This is an optimization exercise on Yosys and OpenROAD, whose aim is small area, a short achievable clock period and few clock cycles per item, not a production implementation.
The RTL was checked by simulation tests, not by an equivalence proof against the original design.
Power is estimated from default activity; no workload was simulated.

$ cat flow/run.sh
#!/bin/bash
# synth_recipe.tcl (not shown) runs the flow's synth.tcl, then flattens the netlist and writes it again
# the make line also repeats each setting of config.mk as NAME=value (left out here)
make -C /OpenROAD-flow-scripts/flow DESIGN_CONFIG=/design/flow/config.mk WORK_HOME=/design/flow/orfs CLKGATE_MAP_FILE= SYNTH_SCRIPT=/design/flow/synth_recipe.tcl finish
$ cat flow/constraint.sdc
create_clock -name core_clock -period 5.0 [get_ports {clk}]
set_input_delay 1.0000 -clock core_clock [delete_from_list [all_inputs] [get_ports {clk}]]
set_output_delay 1.0000 -clock core_clock [all_outputs]
set_load 0.01 [all_outputs]
$ cat flow/config.mk
export PLATFORM = sky130hd
export DESIGN_NAME = zigzag_rle
export DESIGN_NICKNAME = zigzag_rle
export VERILOG_FILES = /design/flow/design.v
export SDC_FILE = /design/flow/constraint.sdc
export NUM_CORES = 4
export LEC_CHECK = 0
export CAP_MARGIN = 20
export CORE_MARGIN = 2
export CORE_UTILIZATION = 40
export SLEW_MARGIN = 20
$ cat flow/design.v
module zigzag_rle (
  input  logic       clk,
  input  logic       reset,
  input  logic [8:0] dctq,
  input  logic       dctq_valid,
  input  logic [5:0] addr,
  output logic       hold,
  output logic [5:0] rle_run,
  output logic [8:0] rle_level,
  output logic       rle_eob,
  output logic       rle_valid,
  input  logic       rle_ready,
  output logic       overflow
);
  typedef enum logic [1:0] {IDLE, SCAN, EOB} state_t;
  state_t     state;
  logic [8:0] mem [0:127];    
  logic [1:0] full;
  logic       wr_bank, rd_bank, eob_sent;
  logic [5:0] k, run;
  logic [8:0] cur;
  logic       wr_en, out_free, accept;
  logic [5:0] zz_addr;
  always_comb begin
    case (k)
      6'd0: zz_addr = 6'd0;
      6'd1: zz_addr = 6'd1;
      6'd2: zz_addr = 6'd8;
      6'd3: zz_addr = 6'd16;
      6'd4: zz_addr = 6'd9;
      6'd5: zz_addr = 6'd2;
      6'd6: zz_addr = 6'd3;
      6'd7: zz_addr = 6'd10;
      6'd8: zz_addr = 6'd17;
      6'd9: zz_addr = 6'd24;
      6'd10: zz_addr = 6'd32;
      6'd11: zz_addr = 6'd25;
      6'd12: zz_addr = 6'd18;
      6'd13: zz_addr = 6'd11;
      6'd14: zz_addr = 6'd4;
      6'd15: zz_addr = 6'd5;
      6'd16: zz_addr = 6'd12;
      6'd17: zz_addr = 6'd19;
      6'd18: zz_addr = 6'd26;
      6'd19: zz_addr = 6'd33;
      6'd20: zz_addr = 6'd40;
      6'd21: zz_addr = 6'd48;
      6'd22: zz_addr = 6'd41;
      6'd23: zz_addr = 6'd34;
      6'd24: zz_addr = 6'd27;
      6'd25: zz_addr = 6'd20;
      6'd26: zz_addr = 6'd13;
      6'd27: zz_addr = 6'd6;
      6'd28: zz_addr = 6'd7;
      6'd29: zz_addr = 6'd14;
      6'd30: zz_addr = 6'd21;
      6'd31: zz_addr = 6'd28;
      6'd32: zz_addr = 6'd35;
      6'd33: zz_addr = 6'd42;
      6'd34: zz_addr = 6'd49;
      6'd35: zz_addr = 6'd56;
      6'd36: zz_addr = 6'd57;
      6'd37: zz_addr = 6'd50;
      6'd38: zz_addr = 6'd43;
      6'd39: zz_addr = 6'd36;
      6'd40: zz_addr = 6'd29;
      6'd41: zz_addr = 6'd22;
      6'd42: zz_addr = 6'd15;
      6'd43: zz_addr = 6'd23;
      6'd44: zz_addr = 6'd30;
      6'd45: zz_addr = 6'd37;
      6'd46: zz_addr = 6'd44;
      6'd47: zz_addr = 6'd51;
      6'd48: zz_addr = 6'd58;
      6'd49: zz_addr = 6'd59;
      6'd50: zz_addr = 6'd52;
      6'd51: zz_addr = 6'd45;
      6'd52: zz_addr = 6'd38;
      6'd53: zz_addr = 6'd31;
      6'd54: zz_addr = 6'd39;
      6'd55: zz_addr = 6'd46;
      6'd56: zz_addr = 6'd53;
      6'd57: zz_addr = 6'd60;
      6'd58: zz_addr = 6'd61;
      6'd59: zz_addr = 6'd54;
      6'd60: zz_addr = 6'd47;
      6'd61: zz_addr = 6'd55;
      6'd62: zz_addr = 6'd62;
      6'd63: zz_addr = 6'd63;
      default: zz_addr = 6'd0;
    endcase
  end
  assign hold     = full[wr_bank];
  assign wr_en    = dctq_valid && !hold;
  assign cur      = mem[{rd_bank, zz_addr}];
  assign out_free = !rle_valid || rle_ready;
  assign accept   = rle_valid && rle_ready;
  always_ff @(posedge clk) begin
    if (wr_en) mem[{wr_bank, addr}] <= dctq;
  end
  always_ff @(posedge clk) begin
    if (reset) begin
      wr_bank  <= 1'b0;
      overflow <= 1'b0;
    end else begin
      if (wr_en && addr == 6'd63) wr_bank <= ~wr_bank;
      if (dctq_valid && hold)     overflow <= 1'b1;
    end
  end
  always_ff @(posedge clk) begin
    if (reset) begin
      state     <= IDLE;
      full      <= 2'b00;
      rd_bank   <= 1'b0;
      eob_sent  <= 1'b0;
      k         <= 6'd0;
      run       <= 6'd0;
      rle_valid <= 1'b0;
      rle_run   <= 6'd0;
      rle_level <= 9'd0;
      rle_eob   <= 1'b0;
    end else begin
      if (accept) rle_valid <= 1'b0;
      if (wr_en && addr == 6'd63) full[wr_bank] <= 1'b1;
      case (state)
        IDLE: begin
          if (full[rd_bank]) begin
            state <= SCAN;
            k     <= 6'd0;
            run   <= 6'd0;
          end
        end
        SCAN: begin
          if (out_free) begin
            if (k == 6'd0 || cur != 9'd0) begin
              begin
                rle_valid <= 1'b1;
                rle_run   <= run;
                rle_level <= cur;
                rle_eob   <= 1'b0;
                run       <= 6'd0;
                if (k == 6'd63) state <= EOB;
                else            k     <= k + 6'd1;
              end
            end else begin
              run <= run + 6'd1;
              if (k == 6'd63) state <= EOB;
              else            k     <= k + 6'd1;
            end
          end
        end
        EOB: begin
          if (!eob_sent) begin
            if (out_free) begin
              rle_valid <= 1'b1;
              rle_run   <= 6'd0;
              rle_level <= 9'd0;
              rle_eob   <= 1'b1;
              eob_sent  <= 1'b1;
            end
          end else if (accept) begin
            full[rd_bank] <= 1'b0;
            rd_bank       <= ~rd_bank;
            eob_sent      <= 1'b0;
            if (full[~rd_bank]) begin
              state <= SCAN;
              k     <= 6'd0;
              run   <= 6'd0;
            end else begin
              state <= IDLE;
            end
          end
        end
        default: state <= IDLE;
      endcase
    end
  end
endmodule
==> out/metrics.yaml, run 1 <==
synthesis:
  synth_fp_nets: 2360
  yosys_warnings: 1
  synth.distinct_cells: 63
  synth.most_common_cell: "edfxtp_1"
  synth_edf_count: 1152
  synthesis.instances: 2323
  synthArstFlopShare: 0
  synthTopCellsByCount: "edfxtp_1 (1152), mux4_2 (315), nor2_1 (185)"
  synthTopCellsByArea: "edfxtp_1 (73%), mux4_2 (15%), dfxtp_1 (1.8%)"
  synth_top_cell_area_share: 0.7306
  syn_area_sq_um: 47350
  ys_ff_latch: 1195
  synthFlopType: "edfxtp_1"
  yosysSeqAreaShare: 0.7488
  avgSynthCellArea_sq_um: 20.38
  netlist.top_cell.by_area: "edfxtp_1"
critical_path:
  worst-path-buf-inv: 2
  crit_path_max_incr_delay_ns: 0.75
  worstPathMaxFanout: 33
  crit_slowest_cell: "dfxtp_4"
  r2r_start: "zz_addr[2]$_DFF_P_"
  endpoint_kind: "register"
  setup.worst_path.class: "register to register"
  start_kind: "register"
  crit_required_ns: 5.59
  crit_chain: "buf_12, buf_12, mux4_2, o22ai_1, nor4_1, a22oi_1, nand4_1, nor4_4, nand4_4, o2111ai_4, mux2_2"
  startpoint: "zz_addr[2]$_DFF_P_"
  crit_family: "compound AO/OA/AOI/OAI gates"
  crit_path_frequent_cell: "buf_12"
  arrival_ns: 5.03
routing:
  via_per_inst: 5.837
  ant_nets: 0
  drt-initial-drc-count: 2872
  route.vias.total: 24460
  dr.pass1.iters: 5
  wl_um: 124100
  drcViolationCount: 0
  wire_per_inst_um: 29.62
layout:
  nNetsFinal: 2586
  drive_gt1_frac: 0.2754
  final_util: 0.4635
  syn_to_final_growth_pct: 15.28
clocking:
  cts.sinks: 1195
  worst_skew_pair.late_latency_ns: 0.72
  clk_pin_slew_worst_paths_ns: 0.06
  cts-root-buf: "clkbuf_16"
  postCtsHoldBufs: 0
  cts_resized: 0
  htree_levels: 3
  cts_setup_buffers: 0
  cts_tree: "built"
  clockBufferDepth: 3
  cts_buffers: 119
hold_path:
  worstHoldStart: "overflow$_SDFFE_PP0P_"
  hold_path.class: "register to register"
die:
  die_h_um: 348.0
  start_util: 0.4020
  rows: 126
  core_sq_um: 117800
  die_area_sq_um: 121100
  io_pins: 38
  die_w_um: 348.0
global_routing:
  grt_pass1_wl_um: 178800
  grt_max_degree: 129
  overflow: 0
  grt_pass1_vias: 24350
  grt_use_total: 0.2051
  antenna_found_initial: 1
timing:
  max_slew_margin: 0.2503
  min_period_over_period: 0.8891
  finClkSkew_ns: 0.02444
  setup_tns_ns: 0
  worst_pin_slew_ns: 1.120
  max_freq_mhz: 225.0
  finalCriticalPeriod_ns: 4.445
  final-hold-violation-count: 0
  setup_viol: 0
  slew_viol_final: 0
  rsz0062_at_grt: "no"
status:
  status: "timing/DRC/antenna clean"
pwr:
  irDropWorstVdd_v: 0.0002793
  clockPowerShare: 0.439
  p_sw_frac: 0.2014
  p_seq_frac: 0.542
  p_per_area_nw_per_um2: 372.2
  power.leakage_nw: 16.92
  combPwrFrac: 0.020
  p_sw_w: 0.004090
  p_int_w: 0.01622
flow_run:
  max-cap-violations: 0
place:
  port_buffers: 37
  gp_congestion: 0.8967
  dp.final_hpwl_um: 78630
==> power groups by stage <==
stage	logic [W]	clock network, W	registers [W]
final	0.000397	0.00891	0.0110
after global routing	0.000425	0.00944	0.0110
after detailed placement	0.000394	0	0.0112
after global placement	0.000376	0	0.0112
after CTS	0.000394	0.00906	0.0110
after floorplan	0.000129	0	0.0112
==> cell families after synthesis <==
| logic type | synth area share |
|---|---|
| DFF | 0.7488 |
| xor gates and xnor gates | 0.0007399 |
| buffers and inverters | 0.01512 |
| AOI/OAI and AO/OA | 0.03034 |
| muxes | 0.1651 |
| and+or+nand+nor | 0.03512 |
| adders and majority gates | 0.004757 |
==> placed cells by master (no fill, tap or decap), types with 7 or more instances in the layout <==
master | Yosys | layout
nand2b_1 | 16 | 16
nor2_1 | 185 | 185
or3b_2 | 9 | 9
nor2b_1 | 11 | 11
clkdlybuf4s50_1 | 0 | 27
buf_4 | 13 | 184
a221oi_1 | 13 | 13
or3_1 | 8 | 8
a21oi_1 | 29 | 29
o22ai_1 | 37 | 37
o211ai_1 | 8 | 8
mux2i_1 | 61 | 61
clkinv_1 | 2 | 31
a31oi_1 | 13 | 13
dfxtp_1 | 43 | 39
clkbuf_1 | 54 | 20
nand2_1 | 55 | 54
inv_1 | 20 | 19
edfxtp_1 | 1152 | 1152
mux2_2 | 7 | 7
a211oi_1 | 7 | 7
clkbuf_16 | 0 | 119
nand3b_1 | 8 | 8
mux4_2 | 315 | 315
nor3_1 | 9 | 8
o21a_1 | 8 | 8
o21ai_0 | 40 | 40
ha_1 | 18 | 18
bufinv_16 | 0 | 15
clkinv_2 | 0 | 25
buf_12 | 0 | 17
nand3_1 | 30 | 30
==> tightest hold or removal path: cells and delay by family (launching register included) <==
kind | cells | cell delay (ns)
DFF | 1 | 0.34
AOI/OAI and AO/OA | 1 | 0.04
and+or+nand+nor | 1 | 0.07
==> sequential cells by signal (all words and copies together) (netlist names) <==
register and flops:
mem 1152, rle_level 9, k 6, rle_run 6
run 6, zz_addr 6, full 2, state 2
eob_sent 1, overflow 1, rd_bank 1, rle_eob 1
rle_valid 1, wr_bank 1
==> final timing paths <==
kind	end	slack, ns	depth (start not counted)
min	overflow$_SDFFE_PP0P_	0.48	2
max reg2reg	rle_level[2]$_SDFFE_PP0P_	0.55	11
min reg2reg	overflow$_SDFFE_PP0P_	0.48	2
max	rle_level[2]$_SDFFE_PP0P_	0.55	11
==> per-layer routing <==
layer / vias up / share of wire / GRT usage
li1: 10140 / - / -
met4: 0 / 0.024 / 0.05292
met5: - / 0 / 0
met1: 13040 / 0.42 / 0.2942
met3: 188 / 0.081 / 0.04221
met2: 1092 / 0.47 / 0.3218
==> final cells by class <==
class / count / area [sq um]
sequential: 1195 / 35470
multi-input combinational: 977 / 11180
antenna: 3 / 7.507
tap: 1536 / 1922
fill: 9684 / 63180
clock inverter: 84 / 827.0
clock buffer: 139 / 3053
timing repair buffer: 232 / 2031
inverter: 24 / 90.09
==> metrics by stage <==
step           worst slack, ns  hold slack (ns)  area [sq um]  cells  power, W
2_1_floorplan            1.371           0.4492         47350   2323   0.01135
3_3_place_gp            0.6540           0.4522         50660   3963   0.01159
3_5_place_dp            0.6170           0.4720         50660   3963   0.01161
4_1_cts                 0.5908           0.4887         54540   4186   0.02046
5_1_grt                 0.3666           0.5143         54570   4187   0.02087
6_report                0.5547           0.4838         54580   4190   0.02031
Testbench counts, summed over its fixed seeds: cycles 25,864, blocks 384.
==> inputs of run 2 (changes only) <==
==> flow/design.v (replaced) <==
module zigzag_rle (
  input  logic       clk,
  input  logic       reset,
  input  logic [8:0] dctq,
  input  logic       dctq_valid,
  input  logic [5:0] addr,
  output logic       hold,
  output logic [5:0] rle_run,
  output logic [8:0] rle_level,
  output logic       rle_eob,
  output logic       rle_valid,
  input  logic       rle_ready,
  output logic       overflow
);
  localparam logic [383:0] ZZ =
    384'hffedefdbdf35ba77e6b74efacec95e5cf59d92bcb9e31aa371538718d51b8a9c2885a4cc1442d2660611283089408040;
  logic [8:0]  mem [0:63];      
  logic        stg_v;           
  logic [5:0]  stg_a;
  logic [8:0]  stg_d;
  logic        full;            
  logic [63:0] pend;            
  logic        eob_due;         
  logic        sv, s_eob;       
  logic [5:0]  s_k, s_ra;       
  logic [5:0]  p_o;             
  logic [63:0] pend_r;          
  logic [63:0] nz;              
  logic        conflict, commit, out_free, s_adv, found, load;
  logic [5:0]  k_ff;
  genvar g;
  generate
    for (g = 0; g < 64; g++) begin : g_map
      assign pend_r[ZZ[6*g +: 6]] = pend[g];
      assign nz[g] = |mem[ZZ[6*g +: 6]];
    end
  endgenerate
  logic [7:0] grp;
  logic [2:0] loc [0:7];
  logic [2:0] gsel;
  always_comb begin
    for (int j = 0; j < 8; j++) begin
      grp[j] = |pend[8*j +: 8];
      loc[j] = 3'd0;
      for (int i = 7; i >= 0; i--)
        if (pend[8*j + i]) loc[j] = 3'(i);
    end
    gsel = 3'd0;
    for (int j = 7; j >= 0; j--)
      if (grp[j]) gsel = 3'(j);
    k_ff = {gsel, loc[gsel]};
  end
  assign found = |grp;
  assign conflict = pend_r[stg_a] | (sv & ~s_eob & (s_ra == stg_a));
  assign hold     = stg_v & (full | conflict);
  assign commit   = stg_v & ~full & ~conflict;
  assign out_free = ~rle_valid | rle_ready;
  assign s_adv    = ~sv | out_free;
  assign load     = full & ~found & (~eob_due | s_adv);
  always_ff @(posedge clk) begin
    if (commit) mem[stg_a] <= stg_d;
    if (!hold) begin
      stg_a <= addr;
      stg_d <= dctq;
    end
  end
  always_ff @(posedge clk) begin
    if (reset) begin
      stg_v    <= 1'b0;
      overflow <= 1'b0;
      full     <= 1'b0;
      pend     <= 64'd0;
      eob_due  <= 1'b0;
      sv       <= 1'b0;
      s_eob    <= 1'b0;
    end else begin
      if (dctq_valid && hold) overflow <= 1'b1;
      if (!hold) stg_v <= dctq_valid;
      if (commit && stg_a == 6'd63) full <= 1'b1;
      if (s_adv) begin
        if (found) begin
          sv         <= 1'b1;
          s_eob      <= 1'b0;
          s_k        <= k_ff;
          s_ra       <= ZZ[6*k_ff +: 6];
          pend[k_ff] <= 1'b0;
        end else if (eob_due) begin
          sv      <= 1'b1;
          s_eob   <= 1'b1;
          eob_due <= 1'b0;
        end else begin
          sv <= 1'b0;
        end
      end
      if (load) begin
        pend    <= nz | 64'd1;
        eob_due <= 1'b1;
        full    <= 1'b0;
      end
    end
  end
  always_ff @(posedge clk) begin
    if (reset) begin
      rle_valid <= 1'b0;
      rle_run   <= 6'd0;
      rle_level <= 9'd0;
      rle_eob   <= 1'b0;
      p_o       <= 6'd63;
    end else if (out_free) begin
      rle_valid <= sv;
      if (sv) begin
        rle_eob   <= s_eob;
        rle_run   <= s_eob ? 6'd0 : s_k + ~p_o;
        rle_level <= s_eob ? 9'd0 : mem[s_ra];
        p_o       <= s_eob ? 6'd63 : s_k;
      end
    end
  end
endmodule
==> run 2 against run 1 <==
  * Register-to-register slack lost 0.30 ns
  * Non-clock buffer count shrank 48
  * Routed wire length shrank 28%
  * Synthesized area shrank 36%
  * Cell count shrank 25%
  * Clock skew grew 0.0062 ns
  * Largest cell class unchanged
  * Clock-buffer cell count shrank 44
  * Utilization grew 0.66 points
  * Still clean on timing, DRC and antenna
==> out/metrics.yaml, run 2 <==
status:
  status: "timing/DRC/antenna clean"
clocking:
  cts-root-buf: "clkbuf_16"
  clockBufferDepth: 3
  worst_skew_pair.late_latency_ns: 0.63
  htree_levels: 3
  cts.sinks: 702
  cts_tree: "built"
  clk_pin_slew_worst_paths_ns: 0.06
  cts_buffers: 75
  postCtsHoldBufs: 0
die:
  rows: 100
  io_pins: 38
  die_w_um: 279.3
  start_util: 0.4059
  die_h_um: 279.3
  die_area_sq_um: 78020
  core_sq_um: 74700
synthesis:
  synth_edf_count: 603
  synthArstFlopShare: 0
  netlist.top_cell.by_area: "edfxtp_1"
  synth.most_common_cell: "edfxtp_1"
  synthTopCellsByArea: "edfxtp_1 (60%), mux4_2 (14%), dfxtp_1 (6.5%)"
  synth_compound_area_frac: 0.07036
  synthesis.instances: 1940
  yosys_warnings: 2
  synth_fa_ha_area_frac: 0.008088
  synth_top_family_by_area: "multiplexers"
  syn_area_sq_um: 30320
  synth.distinct_cells: 74
  yosysSeqAreaShare: 0.6626
  synth_mux_area_frac: 0.1488
  synth_top_cell_area_share: 0.5972
  synth_fp_nets: 1978
  synth_xor_area_frac: 0.005158
  ys_ff_latch: 702
  avgSynthCellArea_sq_um: 15.63
  synth-simple-area-share: 0.08831
  synthTopCellsByCount: "edfxtp_1 (603), nor2_1 (268), mux4_2 (193)"
  synthFlopType: "edfxtp_1"
global_routing:
  overflow: 0
  grt_pass1_wl_um: 131100
  grt_pass1_vias: 18970
  grt_use_total: 0.2302
  grt_max_degree: 69
  antenna_found_initial: 1
layout:
  drive_gt1_frac: 0.2259
  final_common_cell: "edfxtp_1"
  largest_register: "mem"
  final_cell_mix: "edfxtp_1 (603), nor2_1 (268), mux4_2 (193)"
  syn_to_final_growth_pct: 15.82
  antenna_cells: 0
  largest_reg_flops: 576
  final_area_sq_um: 35120
  fillers: 6321
  nNetsFinal: 2142
  top_regs: "mem: 576 flops, pend: 64 flops"
critical_path:
  worst-path-buf-inv: 1
  r2r_start: "pend[57]$_SDFFE_PP0P_"
  crit_slowest_cell: "edfxtp_1"
  crit_required_ns: 4.00
  worstPathMaxFanout: 11
  startpoint: "stg_a[5]$_DFFE_PN_"
  start_kind: "register"
  crit_path_max_incr_delay_ns: 0.81
  crit_chain: "xor2_1, nor3_1, a41oi_1, o221ai_1, a211oi_1, nor2b_1, clkdlybuf4s50_1"
  arrival_ns: 3.91
  crit_family: "compound AO/OA/AOI/OAI gates"
  setup.worst_path.class: "register to output port"
  endpoint_kind: "output port"
routing:
  drcViolationCount: 0
  via_per_inst: 6.177
  wire_per_inst_um: 28.55
  route.vias.total: 19360
  dr.pass1.iters: 7
  wl_um: 89460
  drt-initial-drc-count: 2390
  ant_nets: 0
timing:
  final-hold-violation-count: 0
  max_slew_margin: 0.2226
  setup_tns_ns: 0
  worst_pin_slew_ns: 1.162
  slew_viol_final: 0
  setup_viol: 0
  finalCriticalPeriod_ns: 4.915
  min_period_over_period: 0.9830
  rsz0062_at_grt: "no"
  finClkSkew_ns: 0.03063
  max_freq_mhz: 203.5
  worst_slack_ns: 0.08525
hold_path:
  worstHoldStart: "rle_run[0]$_SDFFE_PP0P_"
  hold_path.class: "register to register"
place:
  dp.final_hpwl_um: 61270
  place_area_sq_um: 32610
  gp_congestion: 0.9607
  port_buffers: 37
  dp_slack_ns: 0.3167
pwr:
  power.leakage_nw: 11.30
  p_per_area_nw_per_um2: 412.7
  totalPowerFinal_w: 0.01449
  irDropWorstVdd_v: 0.0002264
flow_run:
  max-cap-violations: 0
==> run 2: metal layers <==
metal	up-vias	track usage	part of all wire
li1	8255	-	-
met5	-	0	0.00016
met4	2	0.07293	0.028
met3	139	0.04262	0.091
met1	10010	0.3201	0.41
met2	955	0.3685	0.47
==> run 2: through the flow <==
step | hold slack, ns | instances | util
after detailed placement | 0.4434 | 2988 | 0.4365
after floorplan | 0.4633 | 1940 | -
after global routing | 0.5012 | 3134 | 0.4701
final | 0.4485 | 3134 | 0.4701
after global placement | 0.4420 | 2988 | 0.4365
after CTS | 0.4514 | 3129 | 0.4695
==> run 2: worst paths after layout <==
kind         cells after the start                      end  slack (ns)
max                              7                     hold        0.09
min                              2  rle_run[0]$_SDFFE_PP0P_        0.45
max reg2reg                     13    pend[31]$_SDFFE_PP0P_        0.25
min reg2reg                      2  rle_run[0]$_SDFFE_PP0P_        0.45
==> run 2: cell families (layout without fill, tap and decap cells) <==
| kind of cell | Yosys count | after routing |
|---|---|---|
| and+or+nand+nor | 556 | 556 |
| buffers and inverters | 130 | 355 |
| xor gates and xnor gates | 17 | 17 |
| muxes | 208 | 208 |
| adders and majority gates | 19 | 19 |
| AOI/OAI and AO/OA | 308 | 308 |
| DFF | 702 | 702 |
==> run 2: layout make-up <==
class,instances,area (sq um),area share
flip-flops and latches,702,20100,0.5724
multi-input cells,1108,9736,0.2772
clock buffers,95,1972,0.05615
repair buffers,184,1519,0.04326
well taps,969,1212,0.03453
clock inverters,43,454.2,0.01293
inverters,33,123.9,0.003527
==> run 2: timing repair <==
action / in CTS / in global routing
endpoints found under the setup margin: 1 / 5
resized for setup: 0 / 1
buffers inserted: 3 / 5
==> run 2: where the power goes <==
group / switching (W) / leakage (nW) / internal (W)
Clock: 0.00229 / 1.18 / 0.00323
Sequential: 0.000169 / 6.25 / 0.00648
Combinational: 0.00133 / 3.87 / 0.000992
==> run 2: tightest hold or removal path: stages (launching register included) <==
cell and delay, ns:
dfxtp_1 0.31, nand2_1 0.05, a21oi_1 0.05
Testbench counts of run 2, summed over its fixed seeds: cycles 26,896, blocks 384.

-- separate check: timing with driven ports --
Ports are ideal in the flow. The routed layouts listed here were re-timed in OpenROAD. Step 1 assumes that a clkbuf_16 drives the clock port and a buf_2 every other input. Step 2 adds t to the input delays and takes it off the output delays; t is the mean of the earliest and latest rising clock arrival at the registers after step 1. Input paths then give back, and output paths get back, about the clock's delay inside the block. a / b / c = ideal / step 1 / step 2; a / b = the first two.
run	shift t [ns]	setup WS [ns]	latest minus earliest clock arrival (ns)	worst slew at a driven data input, ns	pins driven straight from the clock port
run 1	0.771	0.555 / 0.555 / 0.555	0.032 / 0.032	0.08	1
run 2	0.686	0.085 / 0.018 / 0.252	0.031 / 0.031	0.05	1
After both steps setup and hold are still met in every run listed.
